Optimization exercise on an open flow, not production practice. RTL: at most simulated, not proved equivalent. Clock network not from TritonCTS: runs 1, 2, 4 to 7 and 9. The clock port is an ideal driver here. Power: default activity.

===== flow/design.v =====
`timescale 1ns/1ps
module sha256_padder (
	input  logic         clock,
	input  logic         regin_reset,
	input  logic         go,
	input  logic [5:0]   msg_len,
	input  logic [7:0]   mem_data,
	output logic [6:0]   mem_req,
	output logic [511:0] block,
	output logic         pad_rdy
);
	logic       idle;    
	logic       en;      
	logic [5:0] addr;    
	logic       clr;     
	logic       v0;      
	logic       vld;     
	logic       hd;      
	logic [5:0] len;     
	logic [5:0] lenq;    
	logic [5:0] lm1;     
	logic       lgt1;    
	logic       accept;
	logic [7:0] msg [0:54];   
	logic       mark55;       
	assign accept  = go & idle;
	assign mem_req = {en, addr};
	always_ff @(posedge clock) begin
		if (regin_reset) begin
			idle    <= 1'b1;
			en      <= 1'b0;
			clr     <= 1'b0;
			v0      <= 1'b0;
			vld     <= 1'b0;
			hd      <= 1'b1;
			pad_rdy <= 1'b0;
		end else begin
			idle    <= (idle & ~go) | ((clr | v0 | vld) & ~en);
			en      <= idle ? (go & (msg_len != 6'd0)) :
			           clr  ? lgt1 : (en & (addr != 6'd1));
			clr     <= accept;
			v0      <= en & clr;
			vld     <= en & ~clr;
			hd      <= ~accept & ~(en & ~clr);
			pad_rdy <= ((clr | v0 | vld) & ~en) | (pad_rdy & ~go);
		end
	end
	always_ff @(posedge clock) begin
		addr <= idle ? 6'd0 : clr ? lm1 : addr - 6'd1;
	end
	always_ff @(posedge clock) begin
		lm1  <= msg_len - 6'd1;
		lgt1 <= (msg_len > 6'd1);
	end
	always_ff @(posedge clock) begin
		if (accept) begin
			len <= msg_len;
		end
		lenq <= len;
	end
	always_ff @(posedge clock) begin
		msg[0] <= ({8{v0}} & mem_data) | ({8{clr}} & 8'h80) | ({8{~clr & ~v0}} & msg[0]);
		msg[1] <= ({8{vld}} & mem_data) | ({8{clr & en}} & 8'h80) | ({8{hd}} & msg[1]);
		for (int i = 2; i < 55; i++) begin
			msg[i] <= ({8{vld}} & msg[i - 1]) | ({8{hd}} & msg[i]);
		end
		mark55 <= (vld & msg[54][7]) | (hd & mark55);
	end
	always_comb begin
		block = '0;
		for (int i = 0; i < 55; i++) begin
			block[511 - 8 * i -: 8] = msg[i];
		end
		block[71] = mark55;
		block[8:3] = lenq;
	end
endmodule

===== flow/flow/run.sh =====
#!/bin/bash
# Layout: the standard flow with these changes.
#  - synthesis runs first, exactly as standard (synth.log);
#  - after synthesis, repair uses no delay cells (dont_use.tcl);
#  - port buffers are buf_2;
#  - flip-flops that drive an output buffer drive only it: their other
#    loads move to the buffer output; repair_design caps fanout (pre_resize.tcl);
#  - the CTS buffer tree is replaced by a two-level inverter tree, and the
#    post-CTS repair runs on that tree (post_cts.tcl).
#  - repair may resize cells to other footprints (MATCH_CELL_FOOTPRINT=0).
# The rest of the tools' output goes to standard.log.
set -e
bash standard.sh synth > synth.log 2>&1
F=$PWD/flow
export BUFFER_PORTS_ARGS="-buffer_cell sky130_fd_sc_hd__buf_2"
export PRE_FLOORPLAN_TCL=$F/dont_use.tcl
export PRE_RESIZE_TCL=$F/pre_resize.tcl
export PRE_CTS_TCL=$F/dont_use.tcl
export POST_CTS_TCL=$F/post_cts.tcl
export PRE_GLOBAL_ROUTE_TCL=$F/dont_use.tcl
export FLOW_MAX_FANOUT=16
bash standard.sh SKIP_CTS_REPAIR_TIMING=1 MATCH_CELL_FOOTPRINT=0 finish > standard.log 2>&1

===== flow/flow/dont_use.tcl =====
# No delay cells in repair: they made slow fanout trees.
set_dont_use "sky130_fd_sc_hd__clkdlybuf4s* sky130_fd_sc_hd__dlygate4sd* sky130_fd_sc_hd__dlymetal6s*"

===== flow/flow/inv_tree.tcl =====
# Two-level inverter clock tree: the clock port drives NL1 level-1 inverters,
# each drives NLEAF/NL1 leaf inverters, each leaf drives an equal share of the
# flip-flops. Groups come from recursive bisection of the flip-flop positions,
# so every flip-flop sees the same number of stages (two, so the clock keeps
# its polarity) and similar loads. Any existing clock tree (TritonCTS buffers
# and dummy loads) is removed first.

proc itree_bisect {items levels} {
  # items: list of {x y payload}; returns 2^levels groups of equal size
  if {$levels == 0} { return [list $items] }
  set xs {}; set ys {}
  foreach it $items { lappend xs [lindex $it 0]; lappend ys [lindex $it 1] }
  set xs [lsort -integer $xs]; set ys [lsort -integer $ys]
  set dx [expr {[lindex $xs end] - [lindex $xs 0]}]
  set dy [expr {[lindex $ys end] - [lindex $ys 0]}]
  set idx [expr {$dx >= $dy ? 0 : 1}]
  set s [lsort -integer -index $idx $items]
  set h [expr {[llength $s] / 2}]
  return [concat [itree_bisect [lrange $s 0 [expr {$h - 1}]] [expr {$levels - 1}]] \
                 [itree_bisect [lrange $s $h end] [expr {$levels - 1}]]]
}

proc itree_centroid {items} {
  set sx 0; set sy 0
  foreach it $items { set sx [expr {$sx + [lindex $it 0]}]; set sy [expr {$sy + [lindex $it 1]}] }
  set n [llength $items]
  return [list [expr {$sx / $n}] [expr {$sy / $n}]]
}

proc itree_build {port_name l1_levels leaf_levels l1_master leaf_master} {
  set db [ord::get_db]
  set block [ord::get_db_block]
  set port_net [$block findNet $port_name]

  # walk the existing clock network: flip-flop CLK pins are sinks, every other
  # cell on it is part of the old tree (or a dummy load) and goes away
  set sinks {}
  set old_insts {}
  set old_nets {}
  set todo [list $port_net]
  while {[llength $todo] > 0} {
    set net [lindex $todo 0]
    set todo [lrange $todo 1 end]
    foreach it [$net getITerms] {
      if {[$it isOutputSignal]} { continue }
      set inst [$it getInst]
      if {[[$it getMTerm] getName] == "CLK"} {
        lappend sinks $it
        continue
      }
      lappend old_insts $inst
      foreach ot [$inst getITerms] {
        if {[$ot isOutputSignal] && [$ot getNet] != "NULL"} {
          lappend old_nets [$ot getNet]
          lappend todo [$ot getNet]
        }
      }
    }
  }
  puts "itree: [llength $sinks] sinks, removing [llength $old_insts] old clock cells"
  foreach it $sinks { $it disconnect }
  foreach inst $old_insts { odb::dbInst_destroy $inst }
  foreach net $old_nets { odb::dbNet_destroy $net }

  set items {}
  foreach it $sinks {
    set inst [$it getInst]
    set bb [$inst getBBox]
    lappend items [list [expr {([$bb xMin] + [$bb xMax]) / 2}] [expr {([$bb yMin] + [$bb yMax]) / 2}] $it]
  }
  set lm [$db findMaster $leaf_master]
  set l1m [$db findMaster $l1_master]
  set l1_groups [itree_bisect $items $l1_levels]
  set gi 0
  set li 0
  foreach grp $l1_groups {
    set leaves [itree_bisect $grp $leaf_levels]
    set leaf_pts {}
    set l1_net [odb::dbNet_create $block "clknet_l1_$gi"]
    $l1_net setSigType CLOCK
    foreach leaf $leaves {
      set c [itree_centroid $leaf]
      set inst [odb::dbInst_create $block $lm "clkinv_leaf_$li"]
      set net [odb::dbNet_create $block "clknet_leaf_$li"]
      $net setSigType CLOCK
      [$inst findITerm Y] connect $net
      [$inst findITerm A] connect $l1_net
      foreach s $leaf { [lindex $s 2] connect $net }
      $inst setLocation [lindex $c 0] [lindex $c 1]
      $inst setPlacementStatus PLACED
      lappend leaf_pts [list [lindex $c 0] [lindex $c 1]]
      incr li
    }
    set c [itree_centroid $leaf_pts]
    set inst [odb::dbInst_create $block $l1m "clkinv_l1_$gi"]
    [$inst findITerm Y] connect $l1_net
    [$inst findITerm A] connect $port_net
    $inst setLocation [lindex $c 0] [lindex $c 1]
    $inst setPlacementStatus PLACED
    incr gi
  }
  puts "itree: $gi level-1 and $li leaf inverters"
}

===== flow/flow/post_cts.tcl =====
# After CTS: replace the buffer tree with a two-level inverter tree
# (inv_tree.tcl), then legalize and repair as cts.tcl does.
source [file dirname [info script]]/dont_use.tcl
source [file dirname [info script]]/inv_tree.tcl
itree_build clock 2 2 sky130_fd_sc_hd__clkinv_16 sky130_fd_sc_hd__clkinv_8
detailed_placement
estimate_parasitics -placement
report_clock_latency
repair_timing_helper
detailed_placement
check_placement -verbose

===== flow/flow/pre_resize.tcl =====
# Before repair_design:
#  - a flip-flop that drives an output port's buffer hands its other loads to
#    the buffer's output, so the flip-flop itself drives only the buffer;
#  - cap the fanout so the wide control nets (shift and hold selects of the
#    block register) get buffer trees.
source [file dirname [info script]]/dont_use.tcl

set block [ord::get_db_block]
set moved 0
foreach bt [$block getBTerms] {
  if {[$bt getIoType] != "OUTPUT"} { continue }
  set pnet [$bt getNet]
  if {$pnet == "NULL"} { continue }
  set drv ""
  foreach it [$pnet getITerms] { if {[$it isOutputSignal]} { set drv $it } }
  if {$drv == ""} { continue }
  set buf [$drv getInst]
  if {![string match "sky130_fd_sc_hd__buf_*" [[$buf getMaster] getName]]} { continue }
  set in_net [[$buf findITerm A] getNet]
  if {$in_net == "NULL" || [llength [$in_net getBTerms]] > 0} { continue }
  set src ""
  foreach it [$in_net getITerms] { if {[$it isOutputSignal]} { set src $it } }
  if {$src == "" || [[$src getMTerm] getName] != "Q"} { continue }
  foreach it [$in_net getITerms] {
    if {$it == $src || [$it getInst] == $buf} { continue }
    $it disconnect
    $it connect $pnet
    incr moved
  }
}
puts "pre_resize: moved $moved loads behind output buffers"

set_max_fanout $::env(FLOW_MAX_FANOUT) [current_design]

===== flow/standard.sh =====
#!/bin/bash
# synth_recipe.tcl (not shown) runs the flow's synth.tcl, then flattens the netlist and writes it again
# the make line also repeats each setting of config.mk as NAME=value (left out here)
make -C /OpenROAD-flow-scripts/flow DESIGN_CONFIG=/design/flow/config.mk WORK_HOME=/design/flow/orfs CLKGATE_MAP_FILE= SYNTH_SCRIPT=/design/flow/synth_recipe.tcl "${@:-finish}"

===== flow/config.mk =====
export PLATFORM = sky130hd
export DESIGN_NAME = sha256_padder
export DESIGN_NICKNAME = sha256_padder
export VERILOG_FILES = /design/flow/design.v
export SDC_FILE = /design/flow/constraint.sdc
export NUM_CORES = 4
export LEC_CHECK = 0
export CAP_MARGIN = 20
export CORE_ASPECT_RATIO = 4
export CORE_MARGIN = 2
export CORE_UTILIZATION = 70
export SETUP_SLACK_MARGIN = 2.4
export SLEW_MARGIN = 20

===== flow/constraint.sdc =====
create_clock -name core_clock -period 4.0 [get_ports {clock}]
set_input_delay 0.8000 -clock core_clock [delete_from_list [all_inputs] [get_ports {clock}]]
set_output_delay 0.8000 -clock core_clock [all_outputs]
set_load 0.01 [all_outputs]

==> flow_summary_export.csv, run 1 <==
group,metric,value,unit
status,outcome,"timing/DRC/antenna clean",
floorplanning,fp.coreArea,0.0207,mm2
hold_path,hold_start,"len[0]",
critical_path,critPathLaunchType,"register",
power_and_ir_drop,p_sw_share,26.4,%
logic_synthesis,ys_ff_latch,473,
logic_synthesis,synth_xor_xnor_area_share,0.417,%
timing,slew_headroom,49.5,%
finish,layout_commonest_cell,"buf_2",
power_and_ir_drop,clockPowerShare,24.5,%
critical_path,crit_type,"reg -> reg",
finish,n_antenna_cell,0,
power_and_ir_drop,p_seq_share,67.7,%
placed_design,gp_congestion,0.899,
drt,drc_errors,0,
power_and_ir_drop,ir_worst_vdd,0.424,mV
critical_path,r2r_slack,2.38,ns
hold_path,min_path_type,"reg -> reg",
logic_synthesis,yosys.area_share.adder,0.341,%
logic_synthesis,yosysSeqAreaShare,64.8,%
power_and_ir_drop,intPower,5.22,mW
clock_network,path_clk_slew,0.10,ns
global_routing,grt_usage,38.1,%
clock_network,cts_num_sinks,473,
power_and_ir_drop,p_leak,8.71,nW
floorplanning,start_util,71.0,%
global_routing,antenna_found_initial,0,
logic_synthesis,avgSynthCellArea,12.8,um2
drt,antenna_left,0,
placed_design,place_inst,1856,
timing,fin_worst_skew,0.00944,ns
timing,rsz0062_at_grt,"true",
floorplanning,die_w,76.5,um
logic_synthesis,yosysUniqueCellTypes,31,
global_routing,grt_max_degree,31,
power_and_ir_drop,combinationalPowerShare,7.7,%
logic_synthesis,synth-compound-area-share,26.8,%
timing,setup_viol,0,
critical_path,arrival,1.70,ns
finish,instances_no_fill,1877,
critical_path,r2r-end,"msg[1][7]",
timing,clock.fmax,0.616,GHz
finish,fillers,1134,
hold_path,whs_path_depth,0,
finish,final_cell_mix,"466 x buf_2, 457 x dfxtp_1, 440 x a22o_1",
logic_synthesis,synthesis.area,0.0147,mm2
timing,finalHoldViolCount,0,
global_routing,grt_pass1_wl,66.8,mm
timing,drv_slew,0,
global_routing,gr-total-overflow,0,
drt,drtIter0Drc,758,
drt,post_drt_wl_per_cell,23.8,um
critical_path,rr_startpoint,"vld",
timing,final.setup.tns,0,ns
floorplanning,die-area,0.0225,mm2
critical_path,endpoint_kind,"register",
logic_synthesis,yosys.area_share.simple,1.06,%
logic_synthesis,yosys.area.top_type,"dfxtp_1",
drt,via_per_inst,6.13,
finish,drive_above_1_share,35.5,%
floorplanning,ios,537,
drt,via_count,11500,
power_and_ir_drop,p_total,7.10,mW
logic_synthesis,synth_top_family_by_area,"compound AO/OA/AOI/OAI gates",
logic_synthesis,yosys_warnings,2,
clock_network,clk_latency,0.18,ns
critical_path,cp_max_fo,16,
placed_design,portBuffers,471,
logic_synthesis,yosys-top-cells-area,"dfxtp_1 64%, a22o_1 26%, buf_4 3.4%",
floorplanning,die_h,294,um
timing,tightest_slew,0.758,ns
finish,finalNetCount,1630,
power_and_ir_drop,switchingPower,1.88,mW
hold_path,min_to,"lenq[0]",
finish,syn_to_final_growth,20.8,%
logic_synthesis,yosys.area.top_type_share,63.6,%
critical_path,cp.required,4.08,ns
timing,period_share,40.6,%
power_and_ir_drop,p_per_area,400,mW/mm2
critical_path,reg2regPathDepth,6,
timing,timing.hold.ws,0.363,ns
logic_synthesis,muxShareOfSynthArea,0.136,%
timing,period_minus_slack,1.62,ns
drt,drt_first_pass_iters,5,
flow_run,maxCapViolCount,0,
placed_design,dp_hpwl,32.7,mm
global_routing,grt_pass1_vias,11300,
drt,totalWireLength,44.7,mm
floorplanning,num_rows,106,
logic_synthesis,synthCells,1144,
-- area by class of cell --
type,instances,area [um2],share of cell area [%]
timing repair buffer,545,2960,16.7
tap,270,338,1.90
multi-input combinational,561,4500,25.3
sequential,473,9550,53.8
inverter,28,410,2.31
-- Yosys cell counts --
cell type	n
xnor2_1	2
nor3_1	3
buf_1	6
nor4b_1	1
or3_4	1
inv_1	7
o31ai_1	1
a22o_1	440
mux2i_1	2
edfxtp_1	6
buf_4	67
xor2_1	5
a311oi_1	1
buf_2	26
dfxtp_1	467
clkbuf_1	67
and2_1	1
nor2_1	11
a222oi_1	1
a21oi_1	4
nor2b_1	1
ha_1	4
a211oi_1	3
nor4_1	1
or4_1	1
clkinv_1	1
nor3b_1	4
a2bb2oi_1	1
conb_1	1
nand2_1	6
o21ai_0	2
-- stage by stage --
step                      setup WS (ns)  util, %  cell area, um2
after floorplan                    2.53        -           14900
final                              2.38     85.8           17800
after global placement             2.35     81.5           16900
after global routing               2.34     85.8           17800
after detailed placement           1.07     82.6           17100
-- metal layers --
layer  wire [um]  GRT usage, %
met1       15200          40.7
met2       21700          64.0
met3        4830          13.8
met4        3000          22.0
met5           0             0
-- logic make-up (layout without fill, tap and decap cells) --
kind of cell               Yosys count  count (layout)
DFF                                473             473
muxes                                2               2
xor gates and xnor gates             7               7
other                                1              65
buffers and inverters              174             573
adders and majority gates            4               4
and+or+nand+nor                     30              30
AOI/OAI and AO/OA                  453             453
-- how the worst max path moves through the flow --
stage	start	to	slack, ns
global route	vld	msg[1][7]	2.34
detailed placement	hd	msg[1][7]	1.07
global placement	msg_len[4]	en	2.35
floorplan	msg_len[4]	en	2.53
finish	vld	msg[1][7]	2.38
-- flip-flops by register name, indices dropped and copies added (netlist names) --
signal / flops
clr: 1
addr: 6
msg: 440
mark55: 1
vld: 1
pad_rdy: 1
len: 6
hd: 1
lm1: 6
lenq: 6
lgt1: 1
idle: 1
en: 1
v0: 1
-- worst max-delay path: stages (launching register included) --
cell and delay, ns:
dfxtp_4 0.39, buf_6 0.17, buf_4 0.17, buf_4 0.19
buf_6 0.17, a222oi_1 0.34, inv_1 0.09
-- power groups by stage --
stage	sequential (mW)	combinational (mW)	clock, mW
final	4.81	0.550	1.74
after global routing	4.81	0.586	1.89
after detailed placement	4.91	0.481	0
after global placement	4.95	0.382	0
after floorplan	4.94	0.332	0
Testbench counts, summed over its fixed seeds: cycles 15,553.
==> run 2, diff against run 1 <==
--- a/flow/flow/run.sh
+++ b/flow/flow/run.sh
@@ -2,7 +2,7 @@
 # Layout: the standard flow with these changes.
 #  - synthesis runs first, exactly as standard (synth.log);
 #  - after synthesis, repair uses no delay cells (dont_use.tcl);
-#  - port buffers are buf_2;
+#  - port buffers are buf_1;
 #  - flip-flops that drive an output buffer drive only it: their other
 #    loads move to the buffer output; repair_design caps fanout (pre_resize.tcl);
 #  - the CTS buffer tree is replaced by a two-level inverter tree, and the
@@ -12,7 +12,7 @@
 set -e
 bash standard.sh synth > synth.log 2>&1
 F=$PWD/flow
-export BUFFER_PORTS_ARGS="-buffer_cell sky130_fd_sc_hd__buf_2"
+export BUFFER_PORTS_ARGS="-buffer_cell sky130_fd_sc_hd__buf_1"
 export PRE_FLOORPLAN_TCL=$F/dont_use.tcl
 export PRE_RESIZE_TCL=$F/pre_resize.tcl
 export PRE_CTS_TCL=$F/dont_use.tcl
==> run 2 against run 1 <==
Against the previous run:
- still clean
- register-to-register slack better by 0.03 ns
- die area unchanged
- utilization down 1.5 points
- worst hold slack worse by 0.017 ns
- synthesized area unchanged
- wire length down 1.1%
- global-route usage down 0.72 points
- design area down 1.7%
- clock skew up 0.0068 ns
- synthesized cell count unchanged
- total power down 0.14%
- critical endpoint is now block[176]
- highest routed layer unchanged
==> flow_summary_export.csv, run 2 <==
group,metric,value,unit
logic_synthesis,ys_ff_latch,473,
finish,instances_no_fill,1878,
critical_path,crit_type,"reg -> out",
floorplanning,die-area,0.0225,mm2
logic_synthesis,yosys-top-cells-area,"dfxtp_1 64%, a22o_1 26%, buf_4 3.4%",
critical_path,crit_chain,"buf_2",
finish,largest_register_ffs,440,
floorplanning,start_util,71.0,%
timing,rsz0062_at_grt,"true",
power_and_ir_drop,switchingPower,1.87,mW
hold_path,min_path_type,"reg -> reg",
floorplanning,num_rows,106,
drt,drc_errors,0,
power_and_ir_drop,p_leak,7.29,nW
status,outcome,"timing/DRC/antenna clean",
logic_synthesis,synth_commonest_cells,"467 x dfxtp_1, 440 x a22o_1, 67 x buf_4, 67 x clkbuf_1, 26 x buf_2",
timing,finalHoldViolCount,0,
timing,fin_worst_skew,0.0163,ns
critical_path,crit_family,"flip-flops",
timing,setup_viol,0,
critical_path,crit_start,"msg[41][0]",
drt,top_layer,"met4",
timing,clock.fmax,0.625,GHz
critical_path,endpoint_kind,"output port",
logic_synthesis,yosys_warnings,2,
critical_path,arrival,0.80,ns
power_and_ir_drop,p_seq_share,67.8,%
global_routing,gr-total-overflow,0,
timing,period_share,40.0,%
drt,via_count,11600,
finish,fillers,1239,
critical_path,crit_cells,1,
power_and_ir_drop,p_per_area,406,mW/mm2
floorplanning,die_w,76.5,um
drt,wl_met2,21.5,mm
clock_network,path_clk_slew,0.10,ns
drt,dr_wl_met3,4.94,mm
logic_synthesis,synthesis.area,0.0147,mm2
power_and_ir_drop,p_total,7.09,mW
drt,totalWireLength,44.2,mm
finish,finalNetCount,1631,
logic_synthesis,yosysUniqueCellTypes,31,
logic_synthesis,synth_edf_count,6,
power_and_ir_drop,ir_worst_vdd,0.417,mV
timing,tightest_slew,0.665,ns
critical_path,r2r_slack,2.41,ns
finish,regArea,0.00955,mm2
drt,wirelength_met1,14.7,mm
critical_path,cp.required,3.20,ns
drt,antenna_left,0,
finish,syn_to_final_growth,18.7,%
critical_path,r2r-end,"addr[3]",
critical_path,critPathCapture,"block[176]",
power_and_ir_drop,intPower,5.22,mW
power_and_ir_drop,p_sw_share,26.3,%
global_routing,grt_pass1_vias,11500,
critical_path,crit_path_top_delay_cell,"dfxtp_1",
clock_network,clk_latency,0.19,ns
placed_design,place_inst,1857,
finish,final_cell_mix,"457 x dfxtp_1, 440 x a22o_1, 317 x buf_1",
logic_synthesis,avgSynthCellArea,12.8,um2
placed_design,dp_hpwl,31.7,mm
finish,n_antenna_cell,0,
global_routing,antenna_found_initial,0,
critical_path,cp_max_fo,3,
logic_synthesis,yosys.area.top_type,"dfxtp_1",
global_routing,grt_pass1_wl,66.0,mm
global_routing,grt_usage,37.4,%
critical_path,rr_startpoint,"clr",
timing,period_minus_slack,1.60,ns
drt,drtIter0Drc,840,
timing,drv_slew,0,
finish,drive_above_1_share,16.3,%
drt,post_drt_wl_per_cell,23.6,um
clock_network,cts_num_sinks,473,
critical_path,critPathLaunchType,"register",
logic_synthesis,yosysMostFrequentCell,"dfxtp_1",
drt,via_per_inst,6.19,
logic_synthesis,ys.flop_type,"dfxtp_1",
finish,layout_commonest_cell,"dfxtp_1",
floorplanning,ios,537,
floorplanning,die_h,294,um
power_and_ir_drop,clockPowerShare,24.6,%
critical_path,path_buf_inv,1,
power_and_ir_drop,combinationalPowerShare,7.7,%
critical_path,cpPeakStageDelay,0.40,ns
logic_synthesis,async_flop_share,0,%
placed_design,portBuffers,471,
timing,final.setup.tns,0,ns
placed_design,gp_congestion,0.882,
timing,slew_headroom,55.7,%
logic_synthesis,yosys.area.top_type_share,63.6,%
floorplanning,fp.coreArea,0.0207,mm2
global_routing,grt_max_degree,31,
finish,regMostFlops,"msg",
finish,final_util,84.3,%
finish,multiInputGateArea,0.00448,mm2
logic_synthesis,synthCells,1144,
critical_path,reg2regPathDepth,3,
drt,drt_first_pass_iters,5,
logic_synthesis,yosysSeqAreaShare,64.8,%
flow_run,maxCapViolCount,0,
[run 2: worst min path at each step]
stage,end,slack (ns),from,cells past startpoint
after global placement,lenq[4],0.32,len[4],0
final,lenq[3],0.35,len[3],0
after detailed placement,lenq[1],0.33,len[1],0
after global routing,lenq[5],0.37,len[5],0
after floorplan,lenq[0],0.32,len[0],0
[run 2: cells by family (layout without fill, tap and decap cells)]
kind of cell	after synthesis	after routing	share of synthesized area (%)
buffers and inverters	174	574	6.38
xor gates and xnor gates	7	7	0.417
muxes	2	2	0.136
AOI/OAI and AO/OA	453	453	26.8
and+or+nand+nor	30	30	1.06
adders and majority gates	4	4	0.341
other	1	65	0.0255
DFF	473	473	64.8
[run 2: final cells by class]
type / count / area share [%]
flip-flops and latches: 473 / 54.7
multi-input cells: 561 / 25.7
repair buffers: 546 / 15.3
inverters: 28 / 2.35
well taps: 270 / 1.94
[run 2: per-stage QoR]
| step | hold slack (ns) | cell area, um2 | setup slack, ns |
|---|---|---|---|
| 2_1_floorplan | 0.323 | 14900 | 2.53 |
| 3_5_place_dp | 0.328 | 16600 | 0.429 |
| 3_3_place_gp | 0.325 | 16300 | 2.18 |
| 5_1_grt | 0.371 | 17400 | 2.34 |
| 6_report | 0.346 | 17400 | 2.40 |
[run 2: per-layer routing]
metal  up-vias  global-route usage (%)
met5         -                       0
met4         0                    21.6
met3       162                    14.0
met2       747                    62.8
met1      5552                    39.6
li1       5160                       -
[run 2: power by group through the flow]
| stage | clock network [mW] | logic [mW] | registers (mW) |
|---|---|---|---|
| after detailed placement | 0 | 0.470 | 4.90 |
| final | 1.74 | 0.545 | 4.80 |
| after global placement | 0 | 0.348 | 4.98 |
| after floorplan | 0 | 0.332 | 4.94 |
| after global routing | 1.90 | 0.583 | 4.81 |
==> run 3, diff against run 2 <==
--- a/flow/config.mk
+++ b/flow/config.mk
@@ -8,6 +8,6 @@
 export CAP_MARGIN = 20
 export CORE_ASPECT_RATIO = 4
 export CORE_MARGIN = 2
-export CORE_UTILIZATION = 70
-export SETUP_SLACK_MARGIN = 2.4
+export CORE_UTILIZATION = 60
+export SETUP_SLACK_MARGIN = 2.6
 export SLEW_MARGIN = 20
==> run 3 against run 2 <==
Against the previous run:
- the flow now stops in 5_1_grt
- synthesized cell count unchanged
- synthesized area unchanged
==> flow_summary_export.csv, run 3 <==
group,metric,value,unit
logic_synthesis,yosysSeqAreaShare,64.8,%
placed_design,portBuffers,471,
global_routing,grt_usage,84.0,%
logic_synthesis,yosysMostFrequentCell,"dfxtp_1",
placed_design,pre_cts_ws,0.190,ns
logic_synthesis,avgSynthCellArea,12.8,um2
status,stop_stage,"5_1_grt",
logic_synthesis,synth_top_family_by_area,"compound AO/OA/AOI/OAI gates",
logic_synthesis,synthesis.area,0.0147,mm2
timing,worst_endpoint,"block[293]",
global_routing,grt_max_degree,31,
status,first-error,"[ERROR GRT-0232] Routing congestion too high. Check the congestion heatmap in the GUI.",
global_routing,gr-total-overflow,260,
status,outcome,"did not finish",
logic_synthesis,yosys_warnings,2,
logic_synthesis,synth_commonest_cells,"467 x dfxtp_1, 440 x a22o_1, 67 x buf_4, 67 x clkbuf_1, 26 x buf_2",
logic_synthesis,async_flop_share,0,%
clock_network,cts_num_sinks,473,
logic_synthesis,yosys-top-cells-area,"dfxtp_1 64%, a22o_1 26%, buf_4 3.4%",
floorplanning,start_util,61.0,%
logic_synthesis,synth-compound-area-share,26.8,%
floorplanning,die_h,317,um
placed_design,dp_hpwl,36.1,mm
logic_synthesis,yosys.area.top_type_share,63.6,%
logic_synthesis,muxShareOfSynthArea,0.136,%
logic_synthesis,yosys.area.top_type,"dfxtp_1",
logic_synthesis,synthCells,1144,
floorplanning,die_w,82.3,um
logic_synthesis,synth_edf_count,6,
placed_design,gp_congestion,0.949,
logic_synthesis,ys.flop_type,"dfxtp_1",
floorplanning,num_rows,114,
logic_synthesis,ys_ff_latch,473,
logic_synthesis,synth_xor_xnor_area_share,0.417,%
floorplanning,ios,537,
logic_synthesis,yosysUniqueCellTypes,31,
timing,worstEpCategory,"primary output",
logic_synthesis,yosys.area_share.adder,0.341,%
logic_synthesis,yosys.area_share.simple,1.06,%
## run 3: cell counts after synthesis
Identical to the previous run, type by type.
## run 3: through the flow
step / cells / area [um2] / utilization, %
3_5_place_dp: 1877 / 16600 / 68.7
3_3_place_gp: 1811 / 16300 / 67.7
2_1_floorplan: 1208 / 15000 / -
## run 3: worst max-delay path by stage
stage,start,endpoint,slack (ns),cells after the start
detailed placement,vld,msg[40][0],0.19,8
global placement,hd,msg[46][0],2.24,2
floorplan,msg_len[4],en,2.57,3
## run 3: routing by layer
metal  GRT overflow  track usage, %
met1              0            81.6
met2            152            97.3
met3              3            72.3
met4            105            89.8
met5              0            13.8
## run 3: kinds of logic after synthesis
kind of cell / Yosys count
compound gates: 453
xor+xnor: 7
fa+ha+maj: 4
buf+inv: 174
flops: 473
mux: 2
other cells: 1
simple gates: 30
## run 3: power by group through the flow
| stage | registers (mW) | clock network (mW) | logic (mW) |
|---|---|---|---|
| 3_3_place_gp | 4.97 | 0 | 0.350 |
| 3_5_place_dp | 4.91 | 0 | 0.469 |
| 2_1_floorplan | 4.94 | 0 | 0.333 |
==> run 4, diff against run 3 <==
--- a/flow/config.mk
+++ b/flow/config.mk
@@ -9,5 +9,5 @@
 export CORE_ASPECT_RATIO = 4
 export CORE_MARGIN = 2
 export CORE_UTILIZATION = 60
-export SETUP_SLACK_MARGIN = 2.6
+export SETUP_SLACK_MARGIN = 2.5
 export SLEW_MARGIN = 20
==> run 4 against run 3 <==
Against the previous run:
- now clean on timing, DRC and antenna
- synthesized area unchanged
- synthesized cell count unchanged
==> flow_summary_export.csv, run 4 <==
group,metric,value,unit
status,outcome,"timing/DRC/antenna clean",
hold_path,min_to,"lenq[0]",
critical_path,cp_max_fo,5,
floorplanning,die_h,317,um
clock_network,clk_latency,0.19,ns
hold_path,hold_start,"len[0]",
timing,tightest_slew,0.704,ns
critical_path,r2r_slack,2.42,ns
global_routing,gr-total-overflow,0,
floorplanning,fp.coreArea,0.0241,mm2
timing,rsz0062_at_grt,"true",
critical_path,reg2regPathDepth,4,
logic_synthesis,async_flop_share,0,%
critical_path,rr_startpoint,"addr[2]",
logic_synthesis,yosys.area.top_type,"dfxtp_1",
logic_synthesis,ys.flop_type,"dfxtp_1",
hold_path,whs_path_depth,0,
placed_design,gp_congestion,0.876,
timing,fin_worst_skew,0.0123,ns
finish,n_antenna_cell,0,
timing,period_minus_slack,1.58,ns
logic_synthesis,yosys.area.top_type_share,63.6,%
drt,via_count,11400,
timing,setup_viol,0,
critical_path,endpoint_kind,"register",
global_routing,antenna_found_initial,0,
power_and_ir_drop,p_leak,8.77,nW
finish,syn_to_final_growth,29.2,%
floorplanning,start_util,61.0,%
global_routing,grt_max_degree,31,
critical_path,r2r-end,"addr[5]",
finish,layout_commonest_cell,"a22o_1",
global_routing,grt_pass1_wl,66.3,mm
logic_synthesis,yosys-top-cells-area,"dfxtp_1 64%, a22o_1 26%, buf_4 3.4%",
timing,clock.fmax,0.633,GHz
critical_path,crit_type,"reg -> reg",
timing,slew_headroom,53.0,%
logic_synthesis,ys_ff_latch,473,
finish,fillers,1610,
floorplanning,die_w,82.3,um
logic_synthesis,synthCells,1144,
finish,regMostFlops,"msg",
logic_synthesis,synth_commonest_cells,"467 x dfxtp_1, 440 x a22o_1, 67 x buf_4, 67 x clkbuf_1, 26 x buf_2",
timing,period_share,39.5,%
finish,largest_register_ffs,440,
floorplanning,die-area,0.0261,mm2
drt,drc_errors,0,
drt,drtIter0Drc,623,
timing,drv_slew,0,
drt,drt_first_pass_iters,5,
floorplanning,ios,537,
hold_path,min_path_type,"reg -> reg",
critical_path,critPathLaunchType,"register",
timing,final.setup.tns,0,ns
logic_synthesis,synth_edf_count,6,
logic_synthesis,avgSynthCellArea,12.8,um2
drt,post_drt_wl_per_cell,24.7,um
clock_network,path_clk_slew,0.10,ns
timing,finalHoldViolCount,0,
global_routing,grt_pass1_vias,11200,
logic_synthesis,yosysUniqueCellTypes,31,
floorplanning,num_rows,114,
power_and_ir_drop,ir_worst_vdd,0.315,mV
logic_synthesis,yosysSeqAreaShare,64.8,%
critical_path,cp.required,4.10,ns
finish,final_cell_mix,"440 x a22o_1, 386 x dfxtp_1, 191 x buf_4",
power_and_ir_drop,p_per_area,377,mW/mm2
logic_synthesis,yosys_warnings,2,
drt,totalWireLength,47.4,mm
finish,finalNetCount,1649,
placed_design,portBuffers,471,
finish,drive_above_1_share,39.5,%
clock_network,cts_num_sinks,473,
critical_path,arrival,1.68,ns
placed_design,dp_hpwl,35.7,mm
timing,fin_ws,2.42,ns
placed_design,pre_cts_ws,0.342,ns
logic_synthesis,yosysMostFrequentCell,"dfxtp_1",
global_routing,grt_usage,34.3,%
drt,via_per_inst,5.98,
drt,antenna_left,0,
flow_run,maxCapViolCount,0,
logic_synthesis,synthesis.area,0.0147,mm2
## run 4: power by group
group	internal, mW	switching (mW)	total, mW
combinational	0.223	0.384	0.607
clock	0.270	1.48	1.75
sequential	4.77	0.0315	4.81
total	5.27	1.90	7.16
## run 4: how the worst max path moves through the flow
stage	depth (start not counted)	start	endpoint
after global placement	2	hd	msg[6][4]
after floorplan	3	msg_len[4]	en
after detailed placement	7	hd	msg[33][4]
final	4	addr[2]	addr[5]
after global routing	4	addr[2]	addr[5]
## run 4: kinds of logic after synthesis
logic type,share of synthesized area [%]
other,0.0255
adder cells (fa/ha/maj),0.341
flip-flops,64.8
buffers and inverters,6.38
AO/OA/AOI/OAI,26.8
AND/OR/NAND/NOR,1.06
XOR/XNOR,0.417
multiplexers,0.136
## run 4: cell type report
| type | count | area, um2 | area share, % |
|---|---|---|---|
| Sequential cell | 473 | 9650 | 50.8 |
| Multi-Input combinational cell | 561 | 4500 | 23.7 |
| Timing Repair Buffer | 564 | 4060 | 21.4 |
| Inverter | 28 | 410 | 2.16 |
| Tap cell | 290 | 363 | 1.91 |
## run 4: metrics by stage
stage / util, % / std cells / instance area (um2) / power, mW / hold WS (ns)
floorplan: - / 1208 / 14900 / 5.27 / 0.323
global placement: 67.7 / 1813 / 16300 / 5.32 / 0.332
detailed placement: 68.7 / 1878 / 16600 / 5.39 / 0.327
global route: 78.8 / 1916 / 19000 / 7.39 / 0.357
finish: 78.8 / 1916 / 19000 / 7.16 / 0.353
## run 4: worst max-delay path: stages, from the launching register on
cell and delay (ns):
dfxtp_2 0.33, buf_6 0.13, or3_4 0.39, or4_4 0.43, a311oi_2 0.22
## run 4: routing by layer
layer	GRT usage (%)	wire length (um)
met5	0	0
met4	27.5	4270
met3	11.5	4870
met2	56.3	23400
met1	33.4	14800
==> run 5, diff against run 4 <==
--- a/flow/design.v
+++ b/flow/design.v
@@ -17,13 +17,15 @@
 	logic       vld;     
 	logic       hd;      
 	logic [5:0] len;     
-	logic [5:0] lenq;    
-	logic [5:0] lm1;     
-	logic       lgt1;    
 	logic       accept;
 	logic [7:0] msg [0:54];   
 	logic       mark55;       
 	assign accept  = go & idle;
+	function automatic logic [5:0] dec6(input logic [5:0] x);
+		for (int i = 0; i < 6; i++) begin
+			dec6[i] = x[i] ^ ~|(x & ((6'd1 << i) - 6'd1));
+		end
+	endfunction
 	assign mem_req = {en, addr};
 	always_ff @(posedge clock) begin
 		if (regin_reset) begin
@@ -37,7 +39,7 @@
 		end else begin
 			idle    <= (idle & ~go) | ((clr | v0 | vld) & ~en);
 			en      <= idle ? (go & (msg_len != 6'd0)) :
-			           clr  ? lgt1 : (en & (addr != 6'd1));
+			           clr  ? (|len[5:1]) : (en & (addr != 6'd1));
 			clr     <= accept;
 			v0      <= en & clr;
 			vld     <= en & ~clr;
@@ -46,17 +48,12 @@
 		end
 	end
 	always_ff @(posedge clock) begin
-		addr <= idle ? 6'd0 : clr ? lm1 : addr - 6'd1;
-	end
-	always_ff @(posedge clock) begin
-		lm1  <= msg_len - 6'd1;
-		lgt1 <= (msg_len > 6'd1);
+		addr <= idle ? 6'd0 : clr ? dec6(len) : dec6(addr);
 	end
 	always_ff @(posedge clock) begin
 		if (accept) begin
 			len <= msg_len;
 		end
-		lenq <= len;
 	end
 	always_ff @(posedge clock) begin
 		msg[0] <= ({8{v0}} & mem_data) | ({8{clr}} & 8'h80) | ({8{~clr & ~v0}} & msg[0]);
@@ -72,6 +69,6 @@
 			block[511 - 8 * i -: 8] = msg[i];
 		end
 		block[71] = mark55;
-		block[8:3] = lenq;
+		block[8:3] = len;
 	end
 endmodule
--- a/flow/flow/run.sh
+++ b/flow/flow/run.sh
@@ -8,12 +8,15 @@
 #  - the CTS buffer tree is replaced by a two-level inverter tree, and the
 #    post-CTS repair runs on that tree (post_cts.tcl).
 #  - repair may resize cells to other footprints (MATCH_CELL_FOOTPRINT=0).
+#  - one tie cell drives up to 8 constant-0 output ports (tie_merge.tcl, run
+#    from pre_resize.tcl).
 # The rest of the tools' output goes to standard.log.
 set -e
 bash standard.sh synth > synth.log 2>&1
 F=$PWD/flow
 export BUFFER_PORTS_ARGS="-buffer_cell sky130_fd_sc_hd__buf_1"
 export PRE_FLOORPLAN_TCL=$F/dont_use.tcl
+export FLOW_TIE_GROUP=8
 export PRE_RESIZE_TCL=$F/pre_resize.tcl
 export PRE_CTS_TCL=$F/dont_use.tcl
 export POST_CTS_TCL=$F/post_cts.tcl
--- a/flow/flow/pre_resize.tcl
+++ b/flow/flow/pre_resize.tcl
@@ -4,6 +4,7 @@
 #  - cap the fanout so the wide control nets (shift and hold selects of the
 #    block register) get buffer trees.
 source [file dirname [info script]]/dont_use.tcl
+source [file dirname [info script]]/tie_merge.tcl
 
 set block [ord::get_db_block]
 set moved 0
==> flow/flow/tie_merge.tcl (new file) <==
# After global placement: the constant-0 output ports each got a tie cell of their
# own; let one tie cell drive a group of FLOW_TIE_GROUP such ports.
set block [ord::get_db_block]
set cand {}
foreach inst [$block getInsts] {
  if {[[$inst getMaster] getName] != "sky130_fd_sc_hd__conb_1"} { continue }
  set lo [[$inst findITerm LO] getNet]
  set hi [[$inst findITerm HI] getNet]
  if {$hi != "NULL" || $lo == "NULL"} { continue }
  if {[llength [$lo getITerms]] != 1 || [llength [$lo getBTerms]] != 1} { continue }
  set bt [lindex [$lo getBTerms] 0]
  set name [$bt getName]
  set idx 0
  regexp {\[(\d+)\]} $name -> idx
  lappend cand [list $name $idx $inst $lo $bt]
}
set cand [lsort -integer -index 1 $cand]
set g $::env(FLOW_TIE_GROUP)
set removed 0
for {set i 0} {$i < [llength $cand]} {incr i $g} {
  set chunk [lrange $cand $i [expr {$i + $g - 1}]]
  set keep_net [lindex $chunk 0 3]
  foreach c [lrange $chunk 1 end] {
    lassign $c name idx inst net bt
    $bt disconnect
    $bt connect $keep_net
    [$inst findITerm LO] disconnect
    odb::dbInst_destroy $inst
    odb::dbNet_destroy $net
    incr removed
  }
}
puts "tie_merge: [llength $cand] tied ports, removed $removed tie cells"
--- a/flow/config.mk
+++ b/flow/config.mk
@@ -8,6 +8,6 @@
 export CAP_MARGIN = 20
 export CORE_ASPECT_RATIO = 4
 export CORE_MARGIN = 2
-export CORE_UTILIZATION = 60
-export SETUP_SLACK_MARGIN = 2.5
+export CORE_UTILIZATION = 70
+export SETUP_SLACK_MARGIN = 2.45
 export SLEW_MARGIN = 20
==> run 5 against run 4 <==
Against the previous run:
- highest routed layer unchanged
- critical path depth decreased by 3
- global-route usage increased by 7.8 points
- wire length increased by 3.9%
- worst hold slack improved by 0.23 ns
- via count increased by 1.2%
- synthesized cell count decreased by 1.5%
- sequential share of layout area increased by 2.4 points
- combinational power increased by 2%
- clock skew decreased by 0.0026 ns
- total power decreased by 2.4%
- maximum frequency about the same
==> flow_summary_export.csv, run 5 <==
group,metric,value,unit
critical_path,cp_max_fo,4,
power_and_ir_drop,p_seq_share,66.7,%
timing,slew_headroom,55.3,%
logic_synthesis,yosys.area.top_type,"dfxtp_1",
finish,instances_no_fill,1805,
timing,timing.hold.ws,0.585,ns
finish,n_antenna_cell,0,
drt,via_count,11600,
placed_design,portBuffers,471,
critical_path,crit_chain,"buf_6",
timing,finalHoldViolCount,0,
clock_network,path_clk_slew,0.10,ns
logic_synthesis,yosys.area.top_type_share,62.5,%
drt,antenna_left,0,
global_routing,grt_usage,42.1,%
global_routing,grt_max_degree,30,
critical_path,crit_type,"reg -> out",
finish,syn_to_final_growth,20.2,%
flow_run,maxCapViolCount,0,
critical_path,cp.required,3.20,ns
logic_synthesis,synth_commonest_cells,"454 x dfxtp_1, 439 x a22o_1, 86 x buf_2",
timing,setup_viol,0,
clock_network,cts_num_sinks,460,
finish,stdcell_area,0.0175,mm2
logic_synthesis,yosysUniqueCellTypes,30,
placed_design,placed_area,0.0160,mm2
logic_synthesis,async_flop_share,0,%
logic_synthesis,yosys_warnings,2,
timing,rsz0062_at_grt,"true",
finish,regArea,0.00931,mm2
timing,clock.fmax,0.633,GHz
logic_synthesis,yosysSeqAreaShare,63.7,%
global_routing,gr-total-overflow,0,
clock_network,clk_latency,0.18,ns
floorplanning,die_w,76.1,um
drt,drtIter0Drc,667,
finish,multiInputGateArea,0.00428,mm2
finish,finalNetCount,1564,
finish,largestRegisters,"msg: 440 flops, addr: 6 flops, len: 6 flops",
power_and_ir_drop,ir_worst_vdd,0.322,mV
global_routing,grt_pass1_vias,11800,
finish,layout_commonest_cell,"a22o_1",
finish,drive_above_1_share,32.5,%
critical_path,arrival,0.78,ns
logic_synthesis,synthCells,1127,
global_routing,antenna_found_initial,0,
critical_path,critPathLaunchType,"register",
timing,fin_ws,2.42,ns
drt,totalWireLength,49.2,mm
power_and_ir_drop,p_sw_share,26.8,%
timing,drv_slew,0,
drt,via_per_inst,6.42,
critical_path,cpPeakStageDelay,0.43,ns
placed_design,pre_cts_ws,0.375,ns
timing,period_minus_slack,1.58,ns
status,outcome,"timing/DRC/antenna clean",
global_routing,top_usage_layer,"met2",
power_and_ir_drop,p_per_area,400,mW/mm2
timing,period_share,39.5,%
floorplanning,num_rows,105,
placed_design,dp_hpwl,36.4,mm
placed_design,place_inst,1781,
finish,fillers,1145,
critical_path,crit_family,"flip-flops",
critical_path,endpoint_kind,"output port",
logic_synthesis,ys_ff_latch,460,
power_and_ir_drop,clockPowerShare,24.4,%
hold_path,min_path_type,"reg -> reg",
power_and_ir_drop,p_leak,7.86,nW
power_and_ir_drop,switchingPower,1.87,mW
floorplanning,die_h,292,um
global_routing,grt_util_met2,68.1,%
finish,regMostFlops,"msg",
logic_synthesis,yosysMostFrequentCell,"dfxtp_1",
logic_synthesis,synth_edf_count,6,
logic_synthesis,yosys-top-cells-area,"dfxtp_1 62%, a22o_1 26%, buf_4 3.6%",
global_routing,use_met3,18.4,%
timing,fin_worst_skew,0.00968,ns
critical_path,path_buf_inv,1,
floorplanning,ios,537,
power_and_ir_drop,intPower,5.12,mW
placed_design,gp_congestion,0.896,
critical_path,crit_path_top_delay_cell,"edfxtp_1",
floorplanning,fp.coreArea,0.0205,mm2
finish,largest_register_ffs,440,
power_and_ir_drop,combinationalPowerShare,8.8,%
finish,final_cell_mix,"438 x a22o_1, 433 x dfxtp_1, 338 x clkbuf_2",
floorplanning,start_util,71.0,%
logic_synthesis,avgSynthCellArea,12.9,um2
global_routing,grt_pass1_wl,71.4,mm
timing,final.setup.tns,0,ns
drt,drc_errors,0,
floorplanning,die-area,0.0222,mm2
drt,drt_first_pass_iters,6,
timing,tightest_slew,0.670,ns
logic_synthesis,synthesis.area,0.0145,mm2
logic_synthesis,ys.flop_type,"dfxtp_1",
drt,post_drt_wl_per_cell,27.3,um
global_routing,gr-usage-met1,38.9,%
## run 5: cell families after synthesis
group / after synthesis / synth area share (%)
and+or+nand+nor: 27 / 1.03
adders and majority gates: 7 / 0.602
buffers and inverters: 177 / 7.32
DFF: 460 / 63.7
xor gates and xnor gates: 4 / 0.241
AOI/OAI and AO/OA: 451 / 27.1
other: 1 / 0.0258
## run 5: final timing paths
check          from    endpoint  slack, ns  cells after the start
max          len[2]    block[5]       2.42                      1
min             clr     addr[5]       0.58                      1
min reg2reg     clr     addr[5]       0.58                      1
max reg2reg     vld  msg[17][5]       2.42                      5
## run 5: per-layer routing
metal | vias to the layer above | part of all wire, % | routed length [um]
met1 | 5487 | 29 | 14400
li1 | 5062 | - | -
met4 | 0 | 12 | 5670
met2 | 805 | 47 | 23300
met5 | - | 0 | 0
met3 | 237 | 12 | 5930
## run 5: area by class of cell
| class | count | share of cell area, % |
|---|---|---|
| flip-flops and latches | 460 | 53.2 |
| multi-input cells | 498 | 24.5 |
| repair buffers | 550 | 18.0 |
| inverters | 30 | 2.39 |
| well taps | 267 | 1.91 |
## run 5: stage by stage
step / power, mW / utilization, %
after detailed placement: 5.23 / 78.3
after global routing: 7.18 / 85.4
after global placement: 5.17 / 78.1
final: 6.99 / 85.4
after floorplan: 5.15 / -
## run 5: power groups by stage
stage	Sequential (mW)	Clock, mW	Combinational [mW]
finish	4.66	1.71	0.618
global placement	4.81	0	0.362
detailed placement	4.76	0	0.468
global route	4.67	1.86	0.650
floorplan	4.79	0	0.354
Testbench counts of run 5, summed over its fixed seeds: cycles 15,553.
==> run 6, diff against run 5 <==
--- a/flow/config.mk
+++ b/flow/config.mk
@@ -9,5 +9,5 @@
 export CORE_ASPECT_RATIO = 4
 export CORE_MARGIN = 2
 export CORE_UTILIZATION = 70
-export SETUP_SLACK_MARGIN = 2.45
+export SETUP_SLACK_MARGIN = 2.3
 export SLEW_MARGIN = 20
==> run 6 against run 5 <==
Against the previous run:
- sequential cell count did not move
- design area fell by 4.6%
- die area did not move
- still clean on timing, DRC and antenna
- highest routed layer unchanged
- critical path type unchanged
- critical endpoint is now block[228]
==> flow_summary_export.csv, run 6 <==
group,metric,value,unit
status,outcome,"timing/DRC/antenna clean",
clock_network,path_clk_slew,0.10,ns
clock_network,cts_num_sinks,460,
timing,setup_viol,0,
timing,drv_slew,0,
timing,clock.fmax,0.590,GHz
timing,fin_worst_skew,0.00653,ns
floorplanning,fp.coreArea,0.0205,mm2
timing,tightest_slew,0.669,ns
logic_synthesis,yosys.area.top_type_share,62.5,%
logic_synthesis,yosysUniqueCellTypes,30,
critical_path,rr_startpoint,"hd",
finish,layout_commonest_cell,"buf_1",
placed_design,portBuffers,471,
hold_path,whs_path_depth,1,
critical_path,reg2regPathDepth,7,
timing,final.setup.tns,0,ns
drt,drt_first_pass_iters,5,
flow_run,maxCapViolCount,0,
critical_path,cp.required,3.20,ns
placed_design,placed_area,0.0160,mm2
floorplanning,die_h,292,um
drt,post_drt_wl_per_cell,26.6,um
global_routing,gr-total-overflow,0,
power_and_ir_drop,p_total,6.92,mW
finish,final_cell_mix,"457 x buf_1, 452 x dfxtp_1, 439 x a22o_1",
global_routing,grt_max_degree,30,
critical_path,crit_family,"flip-flops",
critical_path,crit_type,"reg -> out",
logic_synthesis,synth_commonest_cells,"454 x dfxtp_1, 439 x a22o_1, 86 x buf_2",
drt,drtIter0Drc,640,
drt,via_per_inst,6.31,
floorplanning,die-area,0.0222,mm2
global_routing,grt_pass1_wl,70.2,mm
placed_design,dp_hpwl,36.4,mm
timing,finalHoldViolCount,0,
hold_path,min_path_type,"reg -> reg",
logic_synthesis,avgSynthCellArea,12.9,um2
timing,period_minus_slack,1.69,ns
drt,via_count,11400,
power_and_ir_drop,p_per_area,414,mW/mm2
timing,rsz0062_at_grt,"true",
global_routing,grt_usage,41.5,%
finish,regMostFlops,"msg",
logic_synthesis,ys_ff_latch,460,
critical_path,path_buf_inv,1,
drt,drc_errors,0,
finish,fillers,1290,
timing,period_share,42.3,%
finish,finalNetCount,1560,
logic_synthesis,yosys_warnings,2,
critical_path,cpPeakStageDelay,0.43,ns
critical_path,r2r_slack,2.34,ns
logic_synthesis,yosysSeqAreaShare,63.7,%
critical_path,critPathLaunchType,"register",
timing,timing.hold.ws,0.578,ns
logic_synthesis,synthCells,1127,
critical_path,cp_max_fo,3,
power_and_ir_drop,p_leak,6.48,nW
critical_path,arrival,0.89,ns
logic_synthesis,synthesis.area,0.0145,mm2
logic_synthesis,yosysMostFrequentCell,"dfxtp_1",
finish,syn_to_final_growth,14.8,%
timing,slew_headroom,55.4,%
power_and_ir_drop,ir_worst_vdd,0.343,mV
floorplanning,num_rows,105,
drt,totalWireLength,47.9,mm
logic_synthesis,yosys.area.top_type,"dfxtp_1",
finish,largest_register_ffs,440,
critical_path,endpoint_kind,"output port",
floorplanning,ios,537,
critical_path,crit_path_top_delay_cell,"dfxtp_1",
logic_synthesis,synth_edf_count,6,
drt,antenna_left,0,
logic_synthesis,async_flop_share,0,%
placed_design,gp_congestion,0.896,
logic_synthesis,yosys-top-cells-area,"dfxtp_1 62%, a22o_1 26%, buf_4 3.6%",
finish,stdcell_area,0.0167,mm2
hold_path,min_to,"addr[5]",
clock_network,clk_latency,0.18,ns
finish,largestRegisters,"msg: 440 flops, addr: 6 flops, len: 6 flops",
finish,drive_above_1_share,7.37,%
logic_synthesis,ys.flop_type,"dfxtp_1",
critical_path,crit_chain,"clkbuf_2",
global_routing,grt_pass1_vias,11600,
floorplanning,start_util,71.0,%
critical_path,r2r-end,"msg[45][0]",
floorplanning,die_w,76.1,um
global_routing,antenna_found_initial,0,
hold_path,hold_start,"clr",
## run 6: changes by cell type in the layout (fill, tap and decap cells not counted), moves of 10 or more
cell	previous run	this run
buf_4	24	10
dfxtp_1	433	452
clkbuf_2	338	42
buf_6	25	15
dfxtp_2	17	0
buf_2	29	6
buf_1	99	457
## run 6: worst max path at each step
| stage | start | slack [ns] | cells past startpoint | to |
|---|---|---|---|---|
| 2_1_floorplan | go | 2.50 | 3 | en |
| 3_3_place_gp | go | 2.34 | 4 | en |
| 3_5_place_dp | hd | 0.37 | 7 | msg[37][4] |
| 5_1_grt | len[2] | 2.30 | 1 | block[5] |
| 6_report | msg[35][4] | 2.31 | 1 | block[228] |
## run 6: worst register-to-register path: stages, from the launching register on
cell	delay [ns]
dfxtp_4	0.35
buf_4	0.18
buf_12	0.17
buf_12	0.12
buf_4	0.18
buf_6	0.17
buf_6	0.16
a22o_1	0.23
## run 6: area by class of cell
type	count	area, um2	share of cell area, %
diodes	1	2.50	0.0150
inverters	30	418	2.50
multi-input cells	498	4250	25.5
flip-flops and latches	460	9280	55.6
well taps	267	334	2.00
repair buffers	546	2410	14.5
## run 6: logic make-up after synthesis
logic type               share of synthesized area [%]
flip-flops                                        63.7
AO/OA/AOI/OAI                                     27.1
buffers and inverters                             7.32
AND/OR/NAND/NOR                                   1.03
adder cells (fa/ha/maj)                          0.602
XOR/XNOR                                         0.241
other                                           0.0258
## run 6: stage by stage
stage	utilization, %	cells	setup slack [ns]
2_1_floorplan	-	1191	2.50
3_3_place_gp	78.1	1769	2.34
3_5_place_dp	78.3	1781	0.375
5_1_grt	81.4	1801	2.30
6_report	81.5	1802	2.31
## run 6: routing by layer
layer,track usage [%],vias to the layer above,routed length [um]
met4,39.1,0,5490
met5,0,-,0
met2,66.5,755,22400
met3,18.6,227,5850
li1,-,5024,-
met1,38.0,5370,14200
## run 6: power breakdown
part | leakage, nW | internal [mW] | total, mW | switching, mW
registers | 3.72 | 4.64 | 4.66 | 0.0222
clock network | 0.156 | 0.270 | 1.70 | 1.43
logic | 2.61 | 0.161 | 0.554 | 0.393
==> run 7, diff against run 6 <==
--- a/flow/config.mk
+++ b/flow/config.mk
@@ -9,5 +9,5 @@
 export CORE_ASPECT_RATIO = 4
 export CORE_MARGIN = 2
 export CORE_UTILIZATION = 70
-export SETUP_SLACK_MARGIN = 2.3
+export SETUP_SLACK_MARGIN = 2.35
 export SLEW_MARGIN = 20
==> run 7 against run 6 <==
Against the previous run:
- still clean
- sequential share of layout area shrank 0.21 points
- first-iteration DRC count increased by 8.8%
- sequential cell count is the same
- largest power group unchanged
==> flow_summary_export.csv, run 7 <==
group,metric,value,unit
status,outcome,"timing/DRC/antenna clean",
power_and_ir_drop,ir_worst_vdd,0.345,mV
global_routing,antenna_found_initial,0,
finish,layout_commonest_cell,"dfxtp_1",
global_routing,grt_max_degree,30,
logic_synthesis,synthCells,1127,
logic_synthesis,yosys.area.top_type_share,62.5,%
critical_path,critPathLaunchType,"register",
clock_network,clk_latency,0.19,ns
logic_synthesis,yosys_warnings,2,
hold_path,hold_start,"clr",
finish,drive_above_1_share,9.13,%
critical_path,path_buf_inv,1,
floorplanning,start_util,71.0,%
critical_path,crit_chain,"buf_1",
placed_design,place_inst,1781,
logic_synthesis,synth_edf_count,6,
floorplanning,ios,537,
critical_path,cpPeakStageDelay,0.38,ns
drt,via_per_inst,6.35,
critical_path,cp.required,3.20,ns
hold_path,min_path_type,"reg -> reg",
drt,post_drt_wl_per_cell,26.7,um
drt,antenna_left,0,
critical_path,rr_startpoint,"hd",
global_routing,gr-total-overflow,0,
critical_path,crit_type,"reg -> out",
timing,setup_viol,0,
global_routing,grt_usage,41.7,%
critical_path,crit_path_top_delay_cell,"dfxtp_1",
floorplanning,die-area,0.0222,mm2
logic_synthesis,yosys-top-cells-area,"dfxtp_1 62%, a22o_1 26%, buf_4 3.6%",
finish,instances_no_fill,1801,
global_routing,grt_pass1_wl,70.5,mm
power_and_ir_drop,p_leak,6.58,nW
drt,drt_first_pass_iters,5,
logic_synthesis,ys_ff_latch,460,
drt,totalWireLength,48.1,mm
hold_path,min_to,"addr[5]",
placed_design,portBuffers,471,
timing,rsz0062_at_grt,"false",
timing,finalHoldViolCount,0,
logic_synthesis,ys.flop_type,"dfxtp_1",
drt,drc_errors,0,
placed_design,gp_congestion,0.896,
logic_synthesis,yosys.area.top_type,"dfxtp_1",
critical_path,r2r-end,"msg[44][5]",
power_and_ir_drop,p_per_area,413,mW/mm2
timing,tightest_slew,0.667,ns
timing,drv_slew,0,
logic_synthesis,synth_commonest_cells,"454 x dfxtp_1, 439 x a22o_1, 86 x buf_2",
timing,final.setup.tns,0,ns
hold_path,whs_path_depth,1,
critical_path,r2r_slack,2.37,ns
finish,fillers,1281,
finish,syn_to_final_growth,15.2,%
finish,largest_register_ffs,440,
timing,fin_ws,2.34,ns
clock_network,path_clk_slew,0.10,ns
logic_synthesis,avgSynthCellArea,12.9,um2
timing,clock.fmax,0.603,GHz
global_routing,grt_pass1_vias,11700,
placed_design,pre_cts_ws,0.375,ns
drt,via_count,11400,
floorplanning,fp.coreArea,0.0205,mm2
finish,finalNetCount,1560,
floorplanning,die_h,292,um
logic_synthesis,yosysSeqAreaShare,63.7,%
timing,slew_headroom,55.6,%
floorplanning,die_w,76.1,um
finish,n_antenna_cell,0,
critical_path,cp_max_fo,3,
placed_design,dp_hpwl,36.4,mm
finish,final_util,81.8,%
finish,largestRegisters,"msg: 440 flops, addr: 6 flops, len: 6 flops",
finish,regMostFlops,"msg",
drt,drtIter0Drc,696,
flow_run,maxCapViolCount,0,
logic_synthesis,synthesis.area,0.0145,mm2
logic_synthesis,async_flop_share,0,%
timing,period_share,41.5,%
clock_network,cts_num_sinks,460,
critical_path,reg2regPathDepth,7,
critical_path,endpoint_kind,"output port",
floorplanning,num_rows,105,
logic_synthesis,yosysMostFrequentCell,"dfxtp_1",
timing,period_minus_slack,1.66,ns
critical_path,crit_family,"flip-flops",
logic_synthesis,yosysUniqueCellTypes,30,
finish,final_cell_mix,"450 x dfxtp_1, 439 x a22o_1, 432 x buf_1",
timing,fin_worst_skew,0.00699,ns
critical_path,arrival,0.86,ns
## run 7: cell counts after synthesis
No cell type changed its count.
## run 7: area by class of cell
cell class	count	area (um2)	area share, %
sequential	460	9280	55.4
multi-input combinational	498	4250	25.3
timing repair buffer	546	2480	14.8
inverter	30	418	2.49
tap	267	334	1.99
## run 7: cell families (layout without fill, tap and decap cells)
group / after synthesis / after routing / synth area share [%]
compound gates: 451 / 451 / 27.1
xor+xnor: 4 / 4 / 0.241
fa+ha+maj: 7 / 7 / 0.602
buf+inv: 177 / 576 / 7.32
flops: 460 / 460 / 63.7
other cells: 1 / 9 / 0.0258
simple gates: 27 / 27 / 1.03
## run 7: worst max path at each step
stage	startpoint	endpoint	slack, ns	cells past startpoint
finish	msg[43][3]	block[163]	2.34	1
global placement	go	en	2.34	4
floorplan	go	en	2.50	3
detailed placement	hd	msg[37][4]	0.37	7
global route	vld	msg[34][6]	2.35	6
## run 7: stage by stage
stage | area, um2 | total power [mW] | hold slack (ns)
finish | 16800 | 6.93 | 0.577
global route | 16800 | 7.12 | 0.623
detailed placement | 16000 | 5.23 | 0.579
global placement | 16000 | 5.17 | 0.451
floorplan | 14800 | 5.15 | 0.441
## run 7: layer usage
metal	vias up	part of all wire [%]	GRT usage [%]
li1	5034	-	-
met1	5378	29	38.4
met2	787	46	66.0
met3	232	12	18.6
met4	0	12	40.3
met5	-	0	0
## run 7: power breakdown
part,internal [mW],total [mW],leakage (nW),switching [mW]
Combinational,0.167,0.560,2.71,0.394
Clock,0.270,1.71,0.156,1.44
Sequential,4.64,4.66,3.72,0.0224
## run 7: worst reg2reg max path: cells and delay by family (launching register included)
family                 cells  cell delay (ns)
buffers and inverters      6             0.94
DFF                        1             0.35
AOI/OAI and AO/OA          1             0.23
==> run 8, diff against run 7 <==
--- a/flow/config.mk
+++ b/flow/config.mk
@@ -8,6 +8,6 @@
 export CAP_MARGIN = 20
 export CORE_ASPECT_RATIO = 4
 export CORE_MARGIN = 2
-export CORE_UTILIZATION = 70
-export SETUP_SLACK_MARGIN = 2.35
+export CORE_UTILIZATION = 80
+export SETUP_SLACK_MARGIN = 2.4
 export SLEW_MARGIN = 20
==> run 8 against run 7 <==
Against the previous run:
- the run now fails in 5_1_grt
- synthesized area stayed put
- synthesized cell count stayed put
==> flow_summary_export.csv, run 8 <==
group,metric,value,unit
global_routing,gr-total-overflow,32,
clock_network,cts_num_sinks,460,
global_routing,grt_pass1_vias,14900,
global_routing,grt_pass1_wl,96.4,mm
status,stop_stage,"5_1_grt",
logic_synthesis,yosys_warnings,2,
logic_synthesis,ys.flop_type,"dfxtp_1",
logic_synthesis,synth_edf_count,6,
logic_synthesis,yosys-top-cells-area,"dfxtp_1 62%, a22o_1 26%, buf_4 3.6%",
logic_synthesis,synthCells,1127,
floorplanning,num_rows,98,
logic_synthesis,yosysSeqAreaShare,63.7,%
floorplanning,die_w,71.4,um
floorplanning,start_util,81.8,%
logic_synthesis,yosys.area.top_type_share,62.5,%
logic_synthesis,yosys.area.top_type,"dfxtp_1",
global_routing,grt_max_degree,30,
placed_design,gp_congestion,0.944,
placed_design,pre_cts_ws,0.0989,ns
status,first-error,"[ERROR GRT-0116] Global routing finished with congestion. Check the congestion regions in the DRC Viewer.",
logic_synthesis,async_flop_share,0,%
logic_synthesis,yosysUniqueCellTypes,30,
floorplanning,ios,537,
placed_design,place_inst,1712,
placed_design,portBuffers,471,
logic_synthesis,avgSynthCellArea,12.9,um2
floorplanning,die_h,274,um
logic_synthesis,ys_ff_latch,460,
logic_synthesis,synth_commonest_cells,"454 x dfxtp_1, 439 x a22o_1, 86 x buf_2",
global_routing,grt_usage,66.1,%
placed_design,placed_area,0.0160,mm2
logic_synthesis,synthesis.area,0.0145,mm2
status,outcome,"did not finish",
logic_synthesis,yosysMostFrequentCell,"dfxtp_1",
placed_design,dp_hpwl,37.9,mm
run 8: cell counts after synthesis:
No cell type changed its count.
run 8: worst max path at each step:
stage | start | end
floorplan | go | en
detailed placement | hd | msg[41][5]
global placement | vld | msg[43][7]
run 8: power groups by stage:
stage / Clock [mW] / Sequential [mW] / Combinational (mW)
floorplan: 0 / 4.79 / 0.354
global placement: 0 / 4.82 / 0.351
detailed placement: 0 / 4.76 / 0.483
run 8: kinds of logic after synthesis:
family,Yosys count,share of synthesized area (%)
flops,460,63.7
other cells,1,0.0258
simple gates,27,1.03
buf+inv,177,7.32
compound gates,451,27.1
xor+xnor,4,0.241
fa+ha+maj,7,0.602
run 8: per-layer routing:
| layer | track usage [%] | overflow |
|---|---|---|
| met1 | 60.0 | 0 |
| met2 | 92.7 | 20 |
| met3 | 42.5 | 2 |
| met4 | 67.9 | 10 |
| met5 | 1.63 | 0 |
==> run 9, diff against run 8 <==
--- a/flow/config.mk
+++ b/flow/config.mk
@@ -8,6 +8,6 @@
 export CAP_MARGIN = 20
 export CORE_ASPECT_RATIO = 4
 export CORE_MARGIN = 2
-export CORE_UTILIZATION = 80
+export CORE_UTILIZATION = 70
 export SETUP_SLACK_MARGIN = 2.4
 export SLEW_MARGIN = 20
==> run 9 against run 8 <==
Against the previous run:
- the run now finishes clean
- synthesized area is the same
- synthesized cell count unchanged
==> flow_summary_export.csv, run 9 <==
group,metric,value,unit
timing,period_minus_slack,1.62,ns
critical_path,crit_path_top_delay_cell,"dfxtp_1",
logic_synthesis,synthesis.area,0.0145,mm2
logic_synthesis,synth_commonest_cells,"454 x dfxtp_1, 439 x a22o_1, 86 x buf_2",
drt,totalWireLength,48.8,mm
critical_path,crit_family,"flip-flops",
global_routing,grt_max_degree,30,
timing,setup_viol,0,
logic_synthesis,yosys.area.top_type,"dfxtp_1",
drt,via_per_inst,6.37,
clock_network,cts_num_sinks,460,
finish,largest_register_ffs,440,
power_and_ir_drop,combinationalPowerShare,8.4,%
floorplanning,num_rows,105,
drt,drc_errors,0,
finish,regArea,0.00929,mm2
logic_synthesis,async_flop_share,0,%
floorplanning,die_h,292,um
logic_synthesis,yosysMostFrequentCell,"dfxtp_1",
logic_synthesis,yosys_warnings,2,
drt,via_count,11500,
critical_path,critPathLaunchType,"register",
timing,tightest_slew,0.672,ns
floorplanning,die_w,76.1,um
placed_design,portBuffers,471,
finish,regMostFlops,"msg",
logic_synthesis,yosys-top-cells-area,"dfxtp_1 62%, a22o_1 26%, buf_4 3.6%",
finish,drive_above_1_share,16.0,%
critical_path,endpoint_kind,"output port",
floorplanning,ios,537,
flow_run,maxCapViolCount,0,
power_and_ir_drop,p_leak,6.95,nW
global_routing,grt_pass1_vias,11700,
power_and_ir_drop,p_sw_share,26.8,%
global_routing,antenna_found_initial,0,
clock_network,clk_latency,0.18,ns
power_and_ir_drop,p_seq_share,67.0,%
critical_path,crit_chain,"buf_4",
logic_synthesis,synth_edf_count,6,
status,outcome,"timing/DRC/antenna clean",
timing,fin_worst_skew,0.00834,ns
critical_path,cp_max_fo,3,
drt,post_drt_wl_per_cell,27.0,um
critical_path,arrival,0.82,ns
finish,finalNetCount,1563,
power_and_ir_drop,p_per_area,409,mW/mm2
global_routing,gr-total-overflow,0,
timing,final.setup.tns,0,ns
hold_path,min_path_type,"reg -> reg",
logic_synthesis,yosysUniqueCellTypes,30,
timing,fin_ws,2.38,ns
finish,layout_commonest_cell,"dfxtp_1",
power_and_ir_drop,clockPowerShare,24.6,%
floorplanning,die-area,0.0222,mm2
drt,antenna_left,0,
timing,drv_slew,0,
finish,largestRegisters,"msg: 440 flops, addr: 6 flops, len: 6 flops",
timing,rsz0062_at_grt,"false",
placed_design,dp_hpwl,36.4,mm
logic_synthesis,avgSynthCellArea,12.9,um2
finish,fillers,1253,
power_and_ir_drop,intPower,5.09,mW
logic_synthesis,ys_ff_latch,460,
finish,multiInputGateArea,0.00427,mm2
placed_design,pre_cts_ws,0.375,ns
floorplanning,start_util,71.0,%
critical_path,crit_type,"reg -> out",
critical_path,cpPeakStageDelay,0.43,ns
logic_synthesis,yosys.area.top_type_share,62.5,%
critical_path,path_buf_inv,1,
timing,period_share,40.6,%
clock_network,path_clk_slew,0.10,ns
logic_synthesis,yosysSeqAreaShare,63.7,%
power_and_ir_drop,ir_worst_vdd,0.342,mV
logic_synthesis,synthCells,1127,
logic_synthesis,ys.flop_type,"dfxtp_1",
floorplanning,fp.coreArea,0.0205,mm2
placed_design,gp_congestion,0.896,
timing,slew_headroom,55.2,%
power_and_ir_drop,switchingPower,1.87,mW
finish,final_cell_mix,"443 x dfxtp_1, 439 x a22o_1, 341 x buf_1",
timing,finalHoldViolCount,0,
drt,drtIter0Drc,713,
drt,drt_first_pass_iters,5,
critical_path,cp.required,3.20,ns
timing,clock.fmax,0.616,GHz
global_routing,grt_usage,41.9,%
finish,syn_to_final_growth,17.0,%
global_routing,grt_pass1_wl,70.9,mm
run 9: cell type report:
type | instances | area share (%)
timing repair buffer | 549 | 15.9
inverter | 30 | 2.45
tap | 267 | 1.96
sequential | 460 | 54.6
multi-input combinational | 498 | 25.1
antenna | 1 | 0.0147
run 9: routing by layer:
metal,wire (um),vias up,global-route usage [%]
met1,14300,5443,38.1
met4,5660,0,40.0
met5,0,-,0
met2,23000,785,66.8
met3,5890,230,19.2
li1,-,5046,-
run 9: cell families after synthesis:
family,after synthesis,share of synthesized area [%]
AOI/OAI and AO/OA,451,27.1
xor gates and xnor gates,4,0.241
adders and majority gates,7,0.602
buffers and inverters,177,7.32
DFF,460,63.7
other,1,0.0258
and+or+nand+nor,27,1.03
run 9: final timing paths:
kind | start | end | slack, ns | cells past startpoint
hold / removal | clr | addr[4] | 0.60 | 1
setup reg to reg | hd | msg[45][0] | 2.41 | 7
setup / recovery | msg[33][3] | block[243] | 2.38 | 1
hold reg to reg | clr | addr[4] | 0.60 | 1
run 9: power groups by stage:
stage	sequential, mW	combinational, mW	clock (mW)
after global routing	4.67	0.620	1.86
after global placement	4.81	0.362	0
after floorplan	4.79	0.354	0
after detailed placement	4.76	0.468	0
final	4.66	0.588	1.71
run 9: through the flow:
| stage | total power, mW | hold slack [ns] | cell area (um2) | instances | utilization [%] |
|---|---|---|---|---|---|
| final | 6.96 | 0.604 | 17000 | 1805 | 83.1 |
| after global routing | 7.15 | 0.638 | 17000 | 1804 | 83.1 |
| after detailed placement | 5.23 | 0.579 | 16000 | 1781 | 78.3 |
| after global placement | 5.17 | 0.451 | 16000 | 1769 | 78.1 |
| after floorplan | 5.15 | 0.441 | 14800 | 1191 | - |

Setup slack of run 9, layout unchanged: 2.377 ns with ideal ports, 2.149 ns with driving cells assumed (clock clkbuf_16, inputs buf_2), 2.214 ns with port delays also shifted by the 0.406 ns mid clock arrival.
